What follows belongs to an exercise in optimizing a design on an open flow for small area and a short achievable clock period; a production flow would make more cautious choices.
The RTL was checked by simulation tests, not by an equivalence proof against the original design.
Power and IR drop assume default switching activity.

==> inputs of quartz <==
==> flow/design.v (excerpt) <==
module echo_path_emulator #(
  parameter int DATA_WIDTH    = 16,
  parameter int MAX_DELAY     = 256,
  parameter int DEFAULT_DELAY = 16,
  parameter int DEFAULT_GAIN  = 16384
) (
  input  logic                          clk,
  input  logic                          rst,
  input  logic                          sample_valid,
  input  logic signed [DATA_WIDTH-1:0]  near_signal,
  input  logic signed [DATA_WIDTH-1:0]  far_signal,
  input  logic                          cfg_valid,
  input  logic [$clog2(MAX_DELAY)-1:0]  cfg_delay,
  input  logic signed [15:0]            cfg_gain,
  output logic                          cfg_ready,
  output logic signed [DATA_WIDTH-1:0]  input_signal,
  output logic signed [DATA_WIDTH-1:0]  echo_signal,
  output logic                          out_valid
);
==> flow/config.mk <==
export PLATFORM = sky130hd
export DESIGN_NAME = echo_path_emulator
export DESIGN_NICKNAME = echo_path_emulator
export VERILOG_FILES = /design/flow/design.v
export SDC_FILE = /design/flow/constraint.sdc
export NUM_CORES = 4
export LEC_CHECK = 0
export CAP_MARGIN = 20
export CELL_PAD_IN_SITES_DETAIL_PLACEMENT = 1
export CELL_PAD_IN_SITES_GLOBAL_PLACEMENT = 1
export CORE_MARGIN = 2
export CORE_UTILIZATION = 30
export CTS_BUF_LIST = sky130_fd_sc_hd__clkbuf_8
export CTS_CLUSTER_DIAMETER = 50
export CTS_CLUSTER_SIZE = 16
export PLACE_DENSITY = 0.42
export SETUP_SLACK_MARGIN = 5
export SLEW_MARGIN = 20
export SYNTH_HIERARCHICAL = 1
export SYNTH_MEMORY_MAX_BITS = 8192
==> flow/constraint.sdc <==
create_clock -name core_clock -period 15.0 [get_ports {clk}]
set_input_delay 3.0000 -clock core_clock [delete_from_list [all_inputs] [get_ports {clk}]]
set_output_delay 3.0000 -clock core_clock [all_outputs]
set_load 0.01 [all_outputs]
standard.sh (not shown) runs the stock make flow with config.mk's settings and CLKGATE_MAP_FILE= SYNTH_SCRIPT=/design/flow/synth_recipe.tcl, a recipe that flattens the netlist after the stock synthesis.
==> flow/flow/run.sh <==
#!/bin/bash
# Own layout flow: the standard flow with the standard synthesis unchanged, and two
# changes to how the layout is made:
#  * clock tree synthesis without dummy loads, with clkbuf_8 buffers and clusters of at most
#    16 sinks within 50 um (as in config.mk).
# ORFS writes each tool's full log under orfs/logs/; make's own output goes to make.log.
set -euo pipefail
bash standard.sh SETUP_SLACK_MARGIN=9 \
  "CTS_ARGS=-sink_clustering_enable -repair_clock_nets -dont_use_dummy_load -buf_list sky130_fd_sc_hd__clkbuf_8 -sink_clustering_size 16 -sink_clustering_max_diameter 50" \
  finish > make.log 2>&1
==> harbor (differences from quartz) <==
--- a/flow/design.v
+++ b/flow/design.v
@@ -19,11 +19,11 @@
 );
   localparam int AW = $clog2(MAX_DELAY);
   localparam int NS = MAX_DELAY - 2;       
   logic                  run;              
   logic [AW-1:0]         flush_cnt;
-  logic [15:0]           dhi, dlo;          
+  logic [15:0]           dhi_n, dlo_n;      
   logic [15:0]           gain;
   logic                  accept;
   logic [16*NS-1:0]      sr;
   assign accept = sample_valid & run;
   always_ff @(posedge clk) begin
@@ -32,28 +32,28 @@
   end
   always_ff @(posedge clk) begin
     if (rst) begin
       run       <= 1'b0;
       flush_cnt <= '0;
-      dhi       <= 16'(1) << (DEFAULT_DELAY / 16);
-      dlo       <= 16'(1) << (DEFAULT_DELAY % 16);
+      dhi_n     <= ~(16'(1) << (DEFAULT_DELAY / 16));
+      dlo_n     <= ~(16'(1) << (DEFAULT_DELAY % 16));
       gain      <= 16'(DEFAULT_GAIN);
     end else if (!run) begin
       flush_cnt <= flush_cnt + 1'b1;
       if (&flush_cnt) run <= 1'b1;
     end else if (cfg_valid) begin
-      dhi       <= 16'(1) << cfg_delay[7:4];
-      dlo       <= 16'(1) << cfg_delay[3:0];
+      dhi_n     <= ~(16'(1) << cfg_delay[7:4]);
+      dlo_n     <= ~(16'(1) << cfg_delay[3:0]);
       gain      <= cfg_gain;
       run       <= 1'b0;
     end
   end
   assign cfg_ready = run;
   logic [MAX_DELAY-1:0]  tap_sel;
   always_comb begin
     for (int k = 0; k < MAX_DELAY; k++)
-      tap_sel[k] = dhi[k / 16] & dlo[k % 16];
+      tap_sel[k] = ~(dhi_n[k / 16] | dlo_n[k % 16]);
   end
   logic [15:0]           tap_sr, tap_d, tap_q;
   logic                  tapmin_d, tapmin_q;
   logic [15:0][84:0]     tap_n;
   for (genvar b = 0; b < 16; b++) begin : g_tap_bit
@@ -82,14 +82,14 @@
       tapmin_q <= tapmin_d;
     end
   end
   logic [15:0] x;
   assign x = tap_sel[0] ? far_signal : tap_q;
-  logic gmin, xmin, flag;
-  assign gmin = (gain == 16'h8000);
-  assign xmin = tap_sel[0] ? (far_signal == 16'h8000) : tapmin_q;
-  assign flag = gmin & xmin;
+  logic gmin, far_min, flag;
+  assign gmin    = (gain == 16'h8000);
+  assign far_min = (far_signal == 16'h8000);
+  assign flag    = (gmin & tap_sel[0] & far_min) | (gmin & ~tap_sel[0] & tapmin_q);
   logic [7:0] bone, btwo, bneg;
   always_comb begin
     for (int i = 0; i < 8; i++) begin
       logic g2, g1, g0;
       g2 = gain[2*i+1];
@@ -98,23 +98,23 @@
       bone[i] = g1 ^ g0;
       btwo[i] = (g2 & ~g1 & ~g0) | (~g2 & g1 & g0);
       bneg[i] = g2 & ~(g1 & g0);
     end
   end
-  logic [16:0] xe, xe7;
+  logic [16:0] xe;
   assign xe  = {x[15], x};
-  assign xe7 = {x[15], x[15:1], x[0] | flag};
-  logic [16:0] pp0, pp1, pp2, pp3, pp4, pp5, pp6, pp7;
+  logic [16:0] pp0, pp1, pp2, pp3, pp4, pp5, pp6, pp7, pp7r;
   assign pp0 = ((xe  & {17{bone[0]}}) | ({xe[15:0],  1'b0} & {17{btwo[0]}})) ^ {17{bneg[0]}};
   assign pp1 = ((xe  & {17{bone[1]}}) | ({xe[15:0],  1'b0} & {17{btwo[1]}})) ^ {17{bneg[1]}};
   assign pp2 = ((xe  & {17{bone[2]}}) | ({xe[15:0],  1'b0} & {17{btwo[2]}})) ^ {17{bneg[2]}};
   assign pp3 = ((xe  & {17{bone[3]}}) | ({xe[15:0],  1'b0} & {17{btwo[3]}})) ^ {17{bneg[3]}};
   assign pp4 = ((xe  & {17{bone[4]}}) | ({xe[15:0],  1'b0} & {17{btwo[4]}})) ^ {17{bneg[4]}};
   assign pp5 = ((xe  & {17{bone[5]}}) | ({xe[15:0],  1'b0} & {17{btwo[5]}})) ^ {17{bneg[5]}};
   assign pp6 = ((xe  & {17{bone[6]}}) | ({xe[15:0],  1'b0} & {17{btwo[6]}})) ^ {17{bneg[6]}};
-  assign pp7 = ((xe7 & {17{bone[7]}}) | ({xe7[15:0], 1'b0} & {17{btwo[7]}})) ^ {17{bneg[7]}};
-  logic [1:0][31:0] cs_d, cs_q;
+  assign pp7r = ((xe  & {17{bone[7]}}) | ({xe[15:0],  1'b0} & {17{btwo[7]}})) ^ {17{bneg[7]}};
+  assign pp7 = {pp7r[16:2], pp7r[1] & ~flag, pp7r[0]};
+  logic [1:0][31:0] cs_d;
   logic s1, c2, s3, c4, s5, c6, s7, c8, s9, c10, s11, c12;
   logic s13, c14, s15, c16, s17, c18, s19, c20, s21, c22, s23, c24;
   logic s25, c26, s27, c28, s29, c30, s31, c32, s33, c34, s35, c36;
   logic s37, c38, s39, c40, s41, c42, s43, c44, s45, c46, s47, c48;
   logic s49, c50, s51, c52, s53, c54, s55, c56, s57, c58, s59, c60;
@@ -143,24 +143,24 @@
   assign c6 = (bneg[2] & pp0[4]) | (bneg[2] & pp1[2]) | (pp0[4] & pp1[2]);
   assign s7 = pp2[0] ^ c4;
   assign c8 = pp2[0] & c4;
   assign s9 = pp0[5] ^ pp1[3] ^ pp2[1];
   assign c10 = (pp0[5] & pp1[3]) | (pp0[5] & pp2[1]) | (pp1[3] & pp2[1]);
-  assign s11 = c6 ^ c8;
-  assign c12 = c6 & c8;
+  assign s11 = c8 ^ c6;
+  assign c12 = c8 & c6;
   assign s13 = bneg[3] ^ pp0[6] ^ pp1[4];
   assign c14 = (bneg[3] & pp0[6]) | (bneg[3] & pp1[4]) | (pp0[6] & pp1[4]);
   assign s15 = pp2[2] ^ pp3[0] ^ c10;
   assign c16 = (pp2[2] & pp3[0]) | (pp2[2] & c10) | (pp3[0] & c10);
   assign s17 = s13 ^ c12;
   assign c18 = s13 & c12;
   assign s19 = pp0[7] ^ pp1[5] ^ pp2[3];
   assign c20 = (pp0[7] & pp1[5]) | (pp0[7] & pp2[3]) | (pp1[5] & pp2[3]);
   assign s21 = pp3[1] ^ c14 ^ s19;
   assign c22 = (pp3[1] & c14) | (pp3[1] & s19) | (c14 & s19);
-  assign s23 = c16 ^ c18;
-  assign c24 = c16 & c18;
+  assign s23 = c18 ^ c16;
+  assign c24 = c18 & c16;
   assign s25 = bneg[4] ^ pp0[8] ^ pp1[6];
   assign c26 = (bneg[4] & pp0[8]) | (bneg[4] & pp1[6]) | (pp0[8] & pp1[6]);
   assign s27 = pp2[4] ^ pp3[2] ^ pp4[0];
   assign c28 = (pp2[4] & pp3[2]) | (pp2[4] & pp4[0]) | (pp3[2] & pp4[0]);
   assign s29 = c20 ^ s25 ^ s27;
@@ -391,34 +391,61 @@
   assign c254 = (1'b1 & ~near_signal[15]) | (1'b1 & ~pp7[16]) | (~near_signal[15] & ~pp7[16]);
   assign s255 = c250 ^ s253;
   assign c256 = c250 & s253;
   assign cs_d[0] = {c254, c252, c248, c244, c238, c232, c224, c216, c206, c196, c184, c172, c158, c144, c128, c112, c98, c84, s81, c60, c50, s47, s37, c24, s21, s15, s9, s5, c2, pp1[0], pp0[1], pp0[0]};
   assign cs_d[1] = {c256, s255, s251, s247, s243, s237, s231, s223, s215, s205, s195, s183, s171, s157, s143, s127, s111, s97, s83, s71, s59, s49, s39, s31, s23, s17, s11, s7, s3, s1, 1'b0, bneg[0]};
-  logic out_zero;
+  logic [31:0] p_d, g_d, g0_d, p0_d, g1_d, p1_d;
+  logic [31:0] p_q, g1_q, p1_q;
+  assign p_d  = cs_d[0] ^ cs_d[1];
+  assign g_d  = cs_d[0] & cs_d[1];
+  assign g0_d = g_d | (p_d & {g_d[30:0], 1'b0});
+  assign p0_d = p_d & {p_d[30:0], 1'b1};
+  logic [31:0] gm_d, pm_d;
+  assign gm_d = g0_d | (p0_d & {g0_d[29:0], 2'b00});
+  assign pm_d = p0_d & {p0_d[29:0], 2'b11};
+  assign g1_d = gm_d | (pm_d & {gm_d[27:0], 4'b0000});
+  assign p1_d = pm_d & {pm_d[27:0], 4'b1111};
   always_ff @(posedge clk) begin
-    if (accept) cs_q <= cs_d;
+    if (rst) begin
+      p_q  <= '0;
+      g1_q <= '0;
+      p1_q <= '0;
+    end else if (accept) begin
+      p_q  <= p_d;
+      g1_q <= g1_d;
+      p1_q <= p1_d;
+    end
   end
   always_ff @(posedge clk) begin
     if (rst) begin
-      out_zero    <= 1'b1;
       echo_signal <= '0;
       out_valid   <= 1'b0;
     end else begin
       out_valid <= accept;
-      if (accept) begin
-        out_zero    <= 1'b0;
-        echo_signal <= far_signal;
+      if (accept) echo_signal <= far_signal;
+    end
+  end
+  logic [2:0][31:0] kg, kp;
+  assign kg[0] = g1_q;
+  assign kp[0] = p1_q;
+  for (genvar l = 0; l < 2; l++) begin : g_ks
+    for (genvar i = 0; i < 32; i++) begin : g_ks_bit
+      if (i >= (8 << l)) begin : g_op
+        assign kg[l+1][i] = kg[l][i] | (kp[l][i] & kg[l][i-(8<<l)]);
+        assign kp[l+1][i] = kp[l][i] & kp[l][i-(8<<l)];
+      end else begin : g_pass
+        assign kg[l+1][i] = kg[l][i];
+        assign kp[l+1][i] = kp[l][i];
       end
     end
   end
   logic [31:0] sum;
   logic [16:0] r;
-  assign sum = cs_q[0] + cs_q[1];
+  assign sum = p_q ^ {kg[2][30:0], 1'b0};
   assign r   = sum[31:15];
   always_comb begin
-    if (out_zero)             input_signal = '0;
-    else if (r[16] == r[15])  input_signal = r[15:0];
+    if (r[16] == r[15])       input_signal = r[15:0];
     else if (r[16])           input_signal = 16'h8000;
     else                      input_signal = 16'h7fff;
   end
 endmodule
 module epe_ao222 (
==> flow/flow/run.sh (replaced) <==
#!/bin/bash
# Own layout flow: the standard flow with the standard synthesis unchanged, and three
# changes to how the layout is made:
#  * the port buffers are buf_4 rather than the delay buffer that buffer_ports picks by
#    itself (every input and output still gets its own buffer);
#  * clock tree synthesis without dummy loads, with clkbuf_8 buffers and clusters of at most
#    16 sinks within 65 um (as in config.mk).
# ORFS writes each tool's full log under orfs/logs/; make's own output goes to make.log.
set -euo pipefail
bash standard.sh SETUP_SLACK_MARGIN=9 \
  "BUFFER_PORTS_ARGS=-buffer_cell sky130_fd_sc_hd__buf_4" \
  "CTS_ARGS=-sink_clustering_enable -repair_clock_nets -dont_use_dummy_load -buf_list sky130_fd_sc_hd__clkbuf_8 -sink_clustering_size 16 -sink_clustering_max_diameter 65" \
  finish > make.log 2>&1
- CORE_UTILIZATION: 30 -> 35
- CTS_CLUSTER_DIAMETER: 50 -> 65
- PLACE_DENSITY: 0.42 -> 0.5
==> summary of the runs <==
- quartz passed the timing, design-rule and antenna checks. harbor completed without violations.
- Of harbor and quartz, harbor has the higher maximum frequency (gap 11%, measured against quartz).
- Sequential power: harbor is higher than quartz (about 10%).
- Between quartz and harbor, the lower sequential cell count is in quartz (gap 7).
- Of quartz and harbor, harbor has the higher sequential share of layout area (gap 0.52 points).
- Between harbor and quartz, the lower count of clock-buffer cells in the layout is in harbor (gap 131).
- Wire length: quartz is larger than harbor (about 3.6%).
- In quartz the total power is smaller than in harbor, by 2.3%.
- Of quartz and harbor, harbor has the higher synthesized cell count (gap 3.7%, measured against harbor).
- In harbor the clock skew is lower than in quartz, by 0.028 ns.

==> re-timing with driven ports <==
Ports are ideal in the flow. The routed layouts listed here were re-timed in OpenROAD. Step 1 sets driving cells, clkbuf_16 on the clock port and buf_2 on the other inputs (assumed; they add their load-dependent delay and slew). Step 2 times the ports against the registers' clock, not the clock port: input delays grow and output delays shrink by t, the midpoint of the rising clock arrivals with the driver on. Three values: ideal, step 1, step 2; two values: the first two.
run	shift t [ns]	setup WS [ns]	worst setup path at the end	worst slew at a driven data input, ns	cell pins on the clock port's net
quartz	1.285	8.045 / 7.932 / 7.803	input to register	0.18	1
harbor	1.188	8.729 / 8.738 / 7.550	input to register	0.16	1
After both steps every run listed still meets setup and hold. For harbor, which loses most, drivers alone change the setup slack by +0.009 ns; drivers and shift together by -1.179 ns.
